What follows belongs to an exercise in optimizing a design on an open flow for small area and a short achievable clock period; a production flow would make more cautious choices. In this exercise RTL edits were held to simulation tests only and were not proved equivalent to the original.

==> job 5410 <==
## rv_step_core
module rv_step_core (
  input  logic        clk,
  input  logic        rst,
  input  logic        step,
  output logic [5:0]  imem_addr,
  input  logic [31:0] imem_data,
  input  logic        wb_cyc,
  input  logic        wb_stb,
  input  logic [5:0]  wb_adr,
  output logic [31:0] wb_dat,
  output logic        wb_ack
);
  logic [31:0] pa, pp, pg, pb;
  logic [4:0]  psh;
  logic [4:0]  prd;
  logic [9:0]  psel;
  logic        pwr, pld, pst;
  logic        pbr_eq, pbr_sgn;
  logic [3:0]  peq, pltu;
  logic        plts;
  logic [4:0]  rs1, rs2;
  logic [31:0] rf_rs1, rf_rs2;
  logic [31:0] rs1_val, rs2_val;
  logic [31:0] alu_res, ld_data, result;
  logic [4:0]  mem_idx;
  logic        x;
  logic [31:0] mon_reg, mon_mem;
  assign rs1 = imem_data[19:15];
  assign rs2 = imem_data[24:20];
  decode_unit u_decode (
    .clk     (clk),
    .rst     (rst),
    .step    (step),
    .inst    (imem_data),
    .rs1_val (rs1_val),
    .rs2_val (rs2_val),
    .pa      (pa),
    .pp      (pp),
    .pg      (pg),
    .psh     (psh),
    .pidx    (mem_idx),
    .prd     (prd),
    .psel    (psel),
    .pwr     (pwr),
    .pld     (pld),
    .pst     (pst),
    .pbr_eq  (pbr_eq),
    .pbr_sgn (pbr_sgn),
    .peq     (peq),
  ...
==> module register_bank, before the edit <==
module register_bank (
  input  logic        clk,
  input  logic        write_en,
  input  logic [4:0]  rd,
  input  logic [31:0] wdata,
  input  logic [4:0]  rs1,
  input  logic [4:0]  rs2,
  input  logic [4:0]  mon_addr,
  output logic [31:0] rs1_data,
  output logic [31:0] rs2_data,
  output logic [31:0] mon_data
);
  logic [31:0] regs [32];
  logic [1023:0] flat;
  always_comb begin
    for (int i = 0; i < 32; i++) flat[32*i +: 32] = regs[i];
  end
  always_ff @(posedge clk) begin
    for (int i = 1; i < 32; i++) begin
      if (write_en && rd == 5'(i)) regs[i] <= wdata;
    end
  end
  assign regs[0] = '0;
  read_mux32 u_rd1 (.w(flat), .a(rs1), .y(rs1_data));
  read_mux32 u_rd2 (.w(flat), .a(rs2), .y(rs2_data));
  read_mux32 u_rd3 (.w(flat), .a(mon_addr), .y(mon_data));
endmodule
==> module data_memory, before the edit <==
module data_memory (
  input  logic        clk,
  input  logic        write_en,
  input  logic [4:0]  idx,
  input  logic [31:0] wdata,
  output logic [31:0] rdata,
  input  logic [4:0]  mon_addr,
  output logic [31:0] mon_data
);
  logic [31:0] mem [32];
  logic [1023:0] flat;
  always_comb begin
    for (int i = 0; i < 32; i++) flat[32*i +: 32] = mem[i];
  end
  always_ff @(posedge clk) begin
    for (int i = 0; i < 32; i++) begin
      if (write_en && idx == 5'(i)) mem[i] <= wdata;
    end
  end
  read_mux32 u_rd1 (.w(flat), .a(idx), .y(rdata));
  read_mux32 u_rd2 (.w(flat), .a(mon_addr), .y(mon_data));
endmodule
==> module monitor_port, before the edit <==
module monitor_port (
  input  logic        clk,
  input  logic        rst,
  input  logic        wb_cyc,
  input  logic        wb_stb,
  input  logic [5:0]  wb_adr,
  input  logic [31:0] reg_data,
  input  logic [31:0] mem_data,
  input  logic        reg_hit,
  input  logic [31:0] reg_pend,
  input  logic        mem_hit,
  input  logic [31:0] mem_pend,
  output logic [31:0] wb_dat,
  output logic        wb_ack
);
  always_ff @(posedge clk) begin
    if (rst) begin
      wb_ack <= 1'b0;
    end else begin
      wb_ack <= wb_cyc && wb_stb && !wb_ack;
    end
    if (wb_adr[5]) begin
      wb_dat <= mem_hit ? mem_pend : mem_data;
    end else begin
      wb_dat <= reg_hit ? reg_pend : reg_data;
    end
  end
endmodule
Settings: LEC_CHECK=0, CAP_MARGIN=20, CORE_MARGIN=2, CORE_UTILIZATION=40, SETUP_SLACK_MARGIN=5, SLEW_MARGIN=20, SYNTH_HIERARCHICAL=1, TNS_END_PERCENT=0; clock period 10.0 ns.
standard.sh (not shown) runs the stock make flow with config.mk's settings and CLKGATE_MAP_FILE= SYNTH_SCRIPT=/design/flow/synth_recipe.tcl, a recipe that flattens the netlist after the stock synthesis.
==> flow/flow/run.sh <==
#!/bin/bash
# Layout flow: the standard flow (standard synthesis unchanged) with
#  - the port buffers made from sky130_fd_sc_hd__buf_4 instead of the default
#    choice (a delay buffer), and
#  - timing repair allowed to change a cell's footprint, so that such cells
#    can be replaced.
# Each make run writes its full output to a log here; ORFS's own per-step logs
# are under orfs/logs.
set -euo pipefail
bash standard.sh \
  "BUFFER_PORTS_ARGS=-buffer_cell sky130_fd_sc_hd__buf_4" \
  "MATCH_CELL_FOOTPRINT=0" \
  finish > standard_finish.log 2>&1
==> inputs of job 518, as changes to job 5410 <==
--- a/flow/design.v
+++ b/flow/design.v
@@ -54,15 +54,25 @@
     for (int i = 1; i < 32; i++) begin
       if (write_en && rd == 5'(i)) regs[i] <= wdata;
     end
   end
   assign regs[0] = '0;
   read_mux32 u_rd1 (.w(flat), .a(rs1), .y(rs1_data));
   read_mux32 u_rd2 (.w(flat), .a(rs2), .y(rs2_data));
-  read_mux32 u_rd3 (.w(flat), .a(mon_addr), .y(mon_data));
+  always_comb begin
+    logic [31:0] l1 [16];
+    logic [31:0] l2 [8];
+    logic [31:0] l3 [4];
+    logic [31:0] l4 [2];
+    for (int i = 0; i < 16; i++) l1[i] = mon_addr[0] ? regs[2*i+1] : regs[2*i];
+    for (int i = 0; i < 8; i++)  l2[i] = mon_addr[1] ? l1[2*i+1] : l1[2*i];
+    for (int i = 0; i < 4; i++)  l3[i] = mon_addr[2] ? l2[2*i+1] : l2[2*i];
+    for (int i = 0; i < 2; i++)  l4[i] = mon_addr[3] ? l3[2*i+1] : l3[2*i];
+    mon_data = mon_addr[4] ? l4[1] : l4[0];
+  end
 endmodule
 module read_mux32 (
   input  logic [1023:0] w,
   input  logic [4:0]    a,
   output logic [31:0]   y
 );
   logic [511:0] l1;
@@ -266,15 +276,25 @@
   end
   always_ff @(posedge clk) begin
     for (int i = 0; i < 32; i++) begin
       if (write_en && idx == 5'(i)) mem[i] <= wdata;
     end
   end
   read_mux32 u_rd1 (.w(flat), .a(idx), .y(rdata));
-  read_mux32 u_rd2 (.w(flat), .a(mon_addr), .y(mon_data));
+  always_comb begin
+    logic [31:0] l1 [16];
+    logic [31:0] l2 [8];
+    logic [31:0] l3 [4];
+    logic [31:0] l4 [2];
+    for (int i = 0; i < 16; i++) l1[i] = mon_addr[0] ? mem[2*i+1] : mem[2*i];
+    for (int i = 0; i < 8; i++)  l2[i] = mon_addr[1] ? l1[2*i+1] : l1[2*i];
+    for (int i = 0; i < 4; i++)  l3[i] = mon_addr[2] ? l2[2*i+1] : l2[2*i];
+    for (int i = 0; i < 2; i++)  l4[i] = mon_addr[3] ? l3[2*i+1] : l3[2*i];
+    mon_data = mon_addr[4] ? l4[1] : l4[0];
+  end
 endmodule
 `timescale 1ns/10ps
 module monitor_port (
   input  logic        clk,
   input  logic        rst,
   input  logic        wb_cyc,
   input  logic        wb_stb,
@@ -284,26 +304,27 @@
   input  logic        reg_hit,
   input  logic [31:0] reg_pend,
   input  logic        mem_hit,
   input  logic [31:0] mem_pend,
   output logic [31:0] wb_dat,
   output logic        wb_ack
 );
+  logic [31:0] raw_q, pend_q;
+  logic        hit_q;
   always_ff @(posedge clk) begin
     if (rst) begin
       wb_ack <= 1'b0;
     end else begin
       wb_ack <= wb_cyc && wb_stb && !wb_ack;
     end
-    if (wb_adr[5]) begin
-      wb_dat <= mem_hit ? mem_pend : mem_data;
-    end else begin
-      wb_dat <= reg_hit ? reg_pend : reg_data;
-    end
+    raw_q  <= wb_adr[5] ? mem_data : reg_data;
+    pend_q <= wb_adr[5] ? mem_pend : reg_pend;
+    hit_q  <= wb_adr[5] ? mem_hit : reg_hit;
   end
+  assign wb_dat = hit_q ? pend_q : raw_q;
 endmodule
 `timescale 1ns/10ps
 module rv_step_core (
   input  logic        clk,
   input  logic        rst,
   input  logic        step,
   output logic [5:0]  imem_addr,
==> flow/flow/run.sh (replaced) <==
#!/bin/bash
# Layout flow: the standard flow (standard synthesis unchanged) with
#  - the port buffers made from sky130_fd_sc_hd__buf_4 instead of the default
#    choice (a delay buffer),
#  - timing repair allowed to change a cell's footprint, so that such cells
#    can be replaced, and
#  - timing repair aiming further below the clock period (a setup margin of
#    6.5 ns) on the worst path only (TNS_END_PERCENT 0), so that the achieved
#    period keeps improving past 5 ns.
# The constraints (clock period, I/O delays, loads) are the standard flow's, unchanged.
# Each make run writes its full output to a log here; ORFS's own per-step logs
# are under orfs/logs.
set -euo pipefail
bash standard.sh \
  "BUFFER_PORTS_ARGS=-buffer_cell sky130_fd_sc_hd__buf_4" \
  "MATCH_CELL_FOOTPRINT=0" \
  "SETUP_SLACK_MARGIN=6.5" \
  "TNS_END_PERCENT=0" \
  finish > standard_finish.log 2>&1
Settings changed: CORE_UTILIZATION 40 to 45, CTS_CLUSTER_DIAMETER from default to 100, CTS_CLUSTER_SIZE from default to 24, SYNTH_HIERARCHICAL 1 to default.
==> inputs of job 8615, as changes to job 5410 <==
--- a/flow/design.v
+++ b/flow/design.v
@@ -1,38 +1,27 @@
 `timescale 1ns/10ps
 module fetch_unit (
   input  logic        clk,
   input  logic        rst,
   input  logic        step,
-  input  logic        x,
-  input  logic        is_br,    
-  input  logic        inv,      
+  input  logic        taken,
   input  logic [31:0] inst,
   output logic [5:0]  pc
 );
-  logic [5:0] pc_t, pc_f, off, tgt, seq;
+  logic [5:0] seq_pc, tgt_pc, off;
   assign off = {inst[27:25], inst[11:9]};
-  assign pc  = x ? pc_t : pc_f;
-  assign tgt = x ? pc_t + off : pc_f + off;
-  assign seq = x ? pc_t + 6'd1 : pc_f + 6'd1;
+  assign pc  = taken ? tgt_pc : seq_pc;
   always_ff @(posedge clk) begin
+    tgt_pc <= taken ? tgt_pc + off : seq_pc + off;
     if (rst) begin
-      pc_t <= '0;
-      pc_f <= '0;
+      seq_pc <= '0;
     end else if (step) begin
-      if (is_br) begin
-        pc_t <= inv ? seq : tgt;
-        pc_f <= inv ? tgt : seq;
-      end else begin
-        pc_t <= seq;
-        pc_f <= seq;
-      end
+      seq_pc <= taken ? tgt_pc + 6'd1 : seq_pc + 6'd1;
     end else begin
-      pc_t <= pc;
-      pc_f <= pc;
+      seq_pc <= pc;
     end
   end
 endmodule
 `timescale 1ns/10ps
 module register_bank (
   input  logic        clk,
   input  logic        write_en,
@@ -82,56 +71,52 @@
   input  logic        clk,
   input  logic        rst,
   input  logic        step,
   input  logic [31:0] inst,
   input  logic [31:0] rs1_val,
   input  logic [31:0] rs2_val,
   output logic [31:0] pa,
-  output logic [31:0] pp,      
-  output logic [31:0] pg,      
-  output logic [4:0]  psh,     
+  output logic [31:0] pb,
   output logic [4:0]  pidx,
   output logic [4:0]  prd,
   output logic [9:0]  psel,
   output logic        pwr,
   output logic        pld,
   output logic        pst,
-  output logic        pbr_eq,    
-  output logic        pbr_sgn,   
-  output logic [3:0]  peq,
-  output logic [3:0]  pltu,
+  output logic [5:0]  pbr,
+  output logic [1:0]  peq,
+  output logic [1:0]  pltu,
   output logic        plts
 );
   localparam [6:0] OP_REG    = 7'b0110011;
   localparam [6:0] OP_IMM    = 7'b0010011;
   localparam [6:0] OP_LOAD   = 7'b0000011;
   localparam [6:0] OP_STORE  = 7'b0100011;
   localparam [6:0] OP_BRANCH = 7'b1100011;
   localparam S_ADD = 0, S_SUB = 1, S_SLL = 2, S_SLT = 3, S_SLTU = 4,
              S_XOR = 5, S_SRL = 6, S_SRA = 7, S_OR = 8, S_AND = 9;
   logic [6:0]  opcode;
   logic [2:0]  f3;
   logic [4:0]  rd;
   logic        is_reg, is_imm, is_load, is_store, is_branch;
-  logic [31:0] op_b, b_eff;
+  logic [31:0] op_b;
   logic [9:0]  sel;
   logic [6:0]  imm_lo;
   logic [4:0]  mem_idx;
   assign imm_lo  = inst[5] ? {inst[26:25], inst[11:7]} : inst[26:20];
   assign mem_idx = 5'((rs1_val[6:0] + imm_lo) >> 2);
   assign opcode    = inst[6:0];
   assign f3        = inst[14:12];
   assign rd        = inst[11:7];
   assign is_reg    = opcode == OP_REG;
   assign is_imm    = opcode == OP_IMM;
   assign is_load   = opcode == OP_LOAD;
   assign is_store  = opcode == OP_STORE;
   assign is_branch = opcode == OP_BRANCH;
   assign op_b = inst[5] ? rs2_val : {{20{inst[31]}}, inst[31:20]};
-  assign b_eff = op_b ^ {32{is_reg && f3 == 3'd0 && inst[30]}};
   always_comb begin
     sel = '0;
     case (f3)
       3'd0:    sel[(inst[30] && inst[5]) ? S_SUB : S_ADD] = 1'b1;
       3'd1:    sel[S_SLL]  = 1'b1;
       3'd2:    sel[S_SLT]  = 1'b1;
       3'd3:    sel[S_SLTU] = 1'b1;
@@ -164,94 +149,102 @@
   always_comb begin
     for (int h = 0; h < 4; h++) begin
       heq[h]  = geq[2*h+1] && geq[2*h];
       hltu[h] = gltu[2*h+1] || (geq[2*h+1] && gltu[2*h]);
     end
     hlts = glts || (geq[7] && gltu[6]);
   end
+  logic [5:0] brk;
+  always_comb begin
+    brk = '0;
+    case (f3)
+      3'd0:    brk[0] = 1'b1;
+      3'd1:    brk[1] = 1'b1;
+      3'd4:    brk[2] = 1'b1;
+      3'd5:    brk[3] = 1'b1;
+      3'd6:    brk[4] = 1'b1;
+      3'd7:    brk[5] = 1'b1;
+      default: brk = '0;
+    endcase
+  end
   always_ff @(posedge clk) begin
-    peq  <= heq;
-    pltu <= hltu;
-    plts <= hlts;
+    for (int q = 0; q < 2; q++) begin
+      peq[q]  <= heq[2*q+1] && heq[2*q];
+      pltu[q] <= hltu[2*q+1] || (heq[2*q+1] && hltu[2*q]);
+    end
+    plts <= hlts || (heq[3] && hltu[2]);
     pa   <= rs1_val;
-    pp   <= rs1_val ^ b_eff;
-    pg   <= rs1_val & b_eff;
-    psh  <= op_b[4:0];
+    pb   <= op_b ^ {32{is_reg && f3 == 3'd0 && inst[30]}};
     pidx <= mem_idx;
     prd  <= rd;
     psel <= sel & {10{!is_load}};
     pwr  <= step && (is_reg || is_imm || is_load) && rd != 5'd0;
     pld  <= is_load;
     pst  <= step && is_store;
-    pbr_eq  <= f3[2:1] == 2'b00;
-    pbr_sgn <= f3[2:1] == 2'b10;
+    pbr  <= brk & {6{step && is_branch && !rst}};
   end
 endmodule
 `timescale 1ns/10ps
 module execute_unit (
   input  logic [31:0] a,
-  input  logic [31:0] pp,
-  input  logic [31:0] pg,
-  input  logic [4:0]  shamt,
+  input  logic [31:0] b,
   input  logic [9:0]  sel,
-  input  logic        br_eq,
-  input  logic        br_sgn,
-  input  logic [3:0]  geq,
-  input  logic [3:0]  gltu,
+  input  logic [5:0]  br,
+  input  logic [1:0]  geq,
+  input  logic [1:0]  gltu,
   input  logic        glts,
   output logic [31:0] alu_res,
-  output logic        x
+  output logic        taken
 );
   localparam S_ADD = 0, S_SUB = 1, S_SLL = 2, S_SLT = 3, S_SLTU = 4,
              S_XOR = 5, S_SRL = 6, S_SRA = 7, S_OR = 8, S_AND = 9;
   logic        lt, ltu, eq;
-  logic [31:0] sum, sll, srl;
-  logic        low_lt;    
-  assign low_lt = gltu[2] || (geq[2] && gltu[1]) || (geq[2] && geq[1] && gltu[0]);
-  assign eq     = &geq;
-  assign ltu    = gltu[3] || (geq[3] && low_lt);
-  assign lt     = glts    || (geq[3] && low_lt);
+  logic [31:0] bx, sum, sll, srl;
+  assign eq  = geq[1] && geq[0];
+  assign ltu = gltu[1] || (geq[1] && gltu[0]);
+  assign lt  = glts    || (geq[1] && gltu[0]);
+  assign bx = b;
   always_comb begin
     logic [31:0] g, p, gn, pn;
-    g = pg;
-    p = pp;
+    g = a & bx;
+    p = a ^ bx;
     g[0] = g[0] | (p[0] & sel[S_SUB]);
     for (int d = 1; d < 32; d = d * 2) begin
       gn = g;
       pn = p;
       for (int i = d; i < 32; i++) begin
         gn[i] = g[i] | (p[i] & g[i-d]);
         pn[i] = p[i] & p[i-d];
       end
       g = gn;
       p = pn;
     end
-    sum = pp ^ {g[30:0], sel[S_SUB]};
+    sum = (a ^ bx) ^ {g[30:0], sel[S_SUB]};
   end
   logic [31:0] sh_in, sh_out;
   logic        sh_fill;
   always_comb begin
     for (int i = 0; i < 32; i++) sh_in[i] = sel[S_SLL] ? a[31-i] : a[i];
   end
   assign sh_fill = sel[S_SRA] && a[31];
-  assign sh_out  = 32'($signed({sh_fill, sh_in}) >>> shamt);
+  assign sh_out  = 32'($signed({sh_fill, sh_in}) >>> b[4:0]);
   always_comb begin
     for (int i = 0; i < 32; i++) sll[i] = sh_out[31-i];
   end
   assign srl = sh_out;
   assign alu_res = ({32{sel[S_ADD] | sel[S_SUB]}} & sum)
                  | ({32{sel[S_SLL]}}  & sll)
                  | ({32{sel[S_SLT]}}  & {31'b0, lt})
                  | ({32{sel[S_SLTU]}} & {31'b0, ltu})
-                 | ({32{sel[S_XOR]}}  & pp)
+                 | ({32{sel[S_XOR]}}  & (a ^ b))
                  | ({32{sel[S_SRL] | sel[S_SRA]}} & srl)
-                 | ({32{sel[S_OR]}}   & (pp | pg))
-                 | ({32{sel[S_AND]}}  & pg);
-  assign x = br_eq ? eq
-           : ((br_sgn ? glts : gltu[3]) || (geq[3] && low_lt));
+                 | ({32{sel[S_OR]}}   & (a | b))
+                 | ({32{sel[S_AND]}}  & (a & b));
+  assign taken = (br[0] && eq) || (br[1] && !eq) || (br[2] && lt) || (br[3] && !lt)
+              || (br[4] && ltu) || (br[5] && !ltu);
 endmodule
 `timescale 1ns/10ps
 module data_memory (
   input  logic        clk,
   input  logic        write_en,
   input  logic [4:0]  idx,
   input  logic [31:0] wdata,
@@ -310,69 +303,61 @@
   input  logic [31:0] imem_data,
   input  logic        wb_cyc,
   input  logic        wb_stb,
   input  logic [5:0]  wb_adr,
   output logic [31:0] wb_dat,
   output logic        wb_ack
 );
-  logic [31:0] pa, pp, pg, pb;
-  logic [4:0]  psh;
+  logic [31:0] pa, pb;
   logic [4:0]  prd;
   logic [9:0]  psel;
   logic        pwr, pld, pst;
-  logic        pbr_eq, pbr_sgn;
-  logic [3:0]  peq, pltu;
+  logic [5:0]  pbr;
+  logic [1:0]  peq, pltu;
   logic        plts;
   logic [4:0]  rs1, rs2;
   logic [31:0] rf_rs1, rf_rs2;
   logic [31:0] rs1_val, rs2_val;
   logic [31:0] alu_res, ld_data, result;
   logic [4:0]  mem_idx;
-  logic        x;
+  logic        taken;
   logic [31:0] mon_reg, mon_mem;
   assign rs1 = imem_data[19:15];
   assign rs2 = imem_data[24:20];
   decode_unit u_decode (
     .clk     (clk),
     .rst     (rst),
     .step    (step),
     .inst    (imem_data),
     .rs1_val (rs1_val),
     .rs2_val (rs2_val),
     .pa      (pa),
-    .pp      (pp),
-    .pg      (pg),
-    .psh     (psh),
+    .pb      (pb),
     .pidx    (mem_idx),
     .prd     (prd),
     .psel    (psel),
     .pwr     (pwr),
     .pld     (pld),
     .pst     (pst),
-    .pbr_eq  (pbr_eq),
-    .pbr_sgn (pbr_sgn),
+    .pbr     (pbr),
     .peq     (peq),
     .pltu    (pltu),
     .plts    (plts)
   );
   execute_unit u_execute (
     .a       (pa),
-    .pp      (pp),
-    .pg      (pg),
-    .shamt   (psh),
+    .b       (pb),
     .sel     (psel),
-    .br_eq   (pbr_eq),
-    .br_sgn  (pbr_sgn),
+    .br      (pbr),
     .geq     (peq),
     .gltu    (pltu),
     .glts    (plts),
     .alu_res (alu_res),
-    .x       (x)
+    .taken   (taken)
   );
-  assign pb = pa ^ pp;
   assign result  = ({32{pld}} & ld_data) | alu_res;
   assign rs1_val = (pwr && prd == rs1) ? result : rf_rs1;
   assign rs2_val = (pwr && prd == rs2) ? result : rf_rs2;
   register_bank u_regs (
     .clk      (clk),
     .write_en (pwr),
     .rd       (prd),
@@ -393,17 +378,15 @@
     .mon_addr (wb_adr[4:0]),
     .mon_data (mon_mem)
   );
   fetch_unit u_fetch (
     .clk    (clk),
     .rst    (rst),
     .step   (step),
-    .x      (x),
-    .is_br  (imem_data[6:0] == 7'b1100011 && imem_data[14:13] != 2'b01),
-    .inv    (imem_data[12]),
+    .taken  (taken),
     .inst   (imem_data),
     .pc     (imem_addr)
   );
   monitor_port u_monitor (
     .clk      (clk),
     .rst      (rst),
     .wb_cyc   (wb_cyc),
Settings changed: SYNTH_HIERARCHICAL 1 to default.
==> comparison <==
In job 8615 the area after synthesis is smaller than in job 5410, by 5.9%. Sequential cell count, lowest first: job 8615, job 5410, job 518. In job 8615 the final cell count is smaller than in job 5410, by 25%. Register-to-register slack: job 8615 is worse than job 5410 (50 ps). Non-clock buffer count, lowest first: job 5410, job 8615, job 518.

re-timing with driven ports:
Ports are ideal in the flow. The routed layouts listed here were re-timed in OpenROAD.
Step 1, drivers: a clkbuf_16 drives clk and a buf_2 each remaining input, both assumed.
Step 2 also shifts input and output timing later by t, the mid clock arrival at the registers, as if the neighbouring blocks saw the same clock.
Three values: no drivers, after step 1, after step 2; two values: the first two.
| run | t (ns) | setup slack, ns | worst setup path after step 2 |
|---|---|---|---|
| job 5410 | 1.014 | 4.830 / 4.734 / 3.721 | input to register |
| job 518 | 0.930 | 5.251 / 5.053 / 4.123 | input to register |
| job 8615 | 1.001 | 4.784 / 4.671 / 3.670 | input to register |
After both steps setup and hold are still met in every run listed. The setup slack of job 518, which loses most, moves by -0.198 ns with the drivers and by -1.128 ns with both steps.
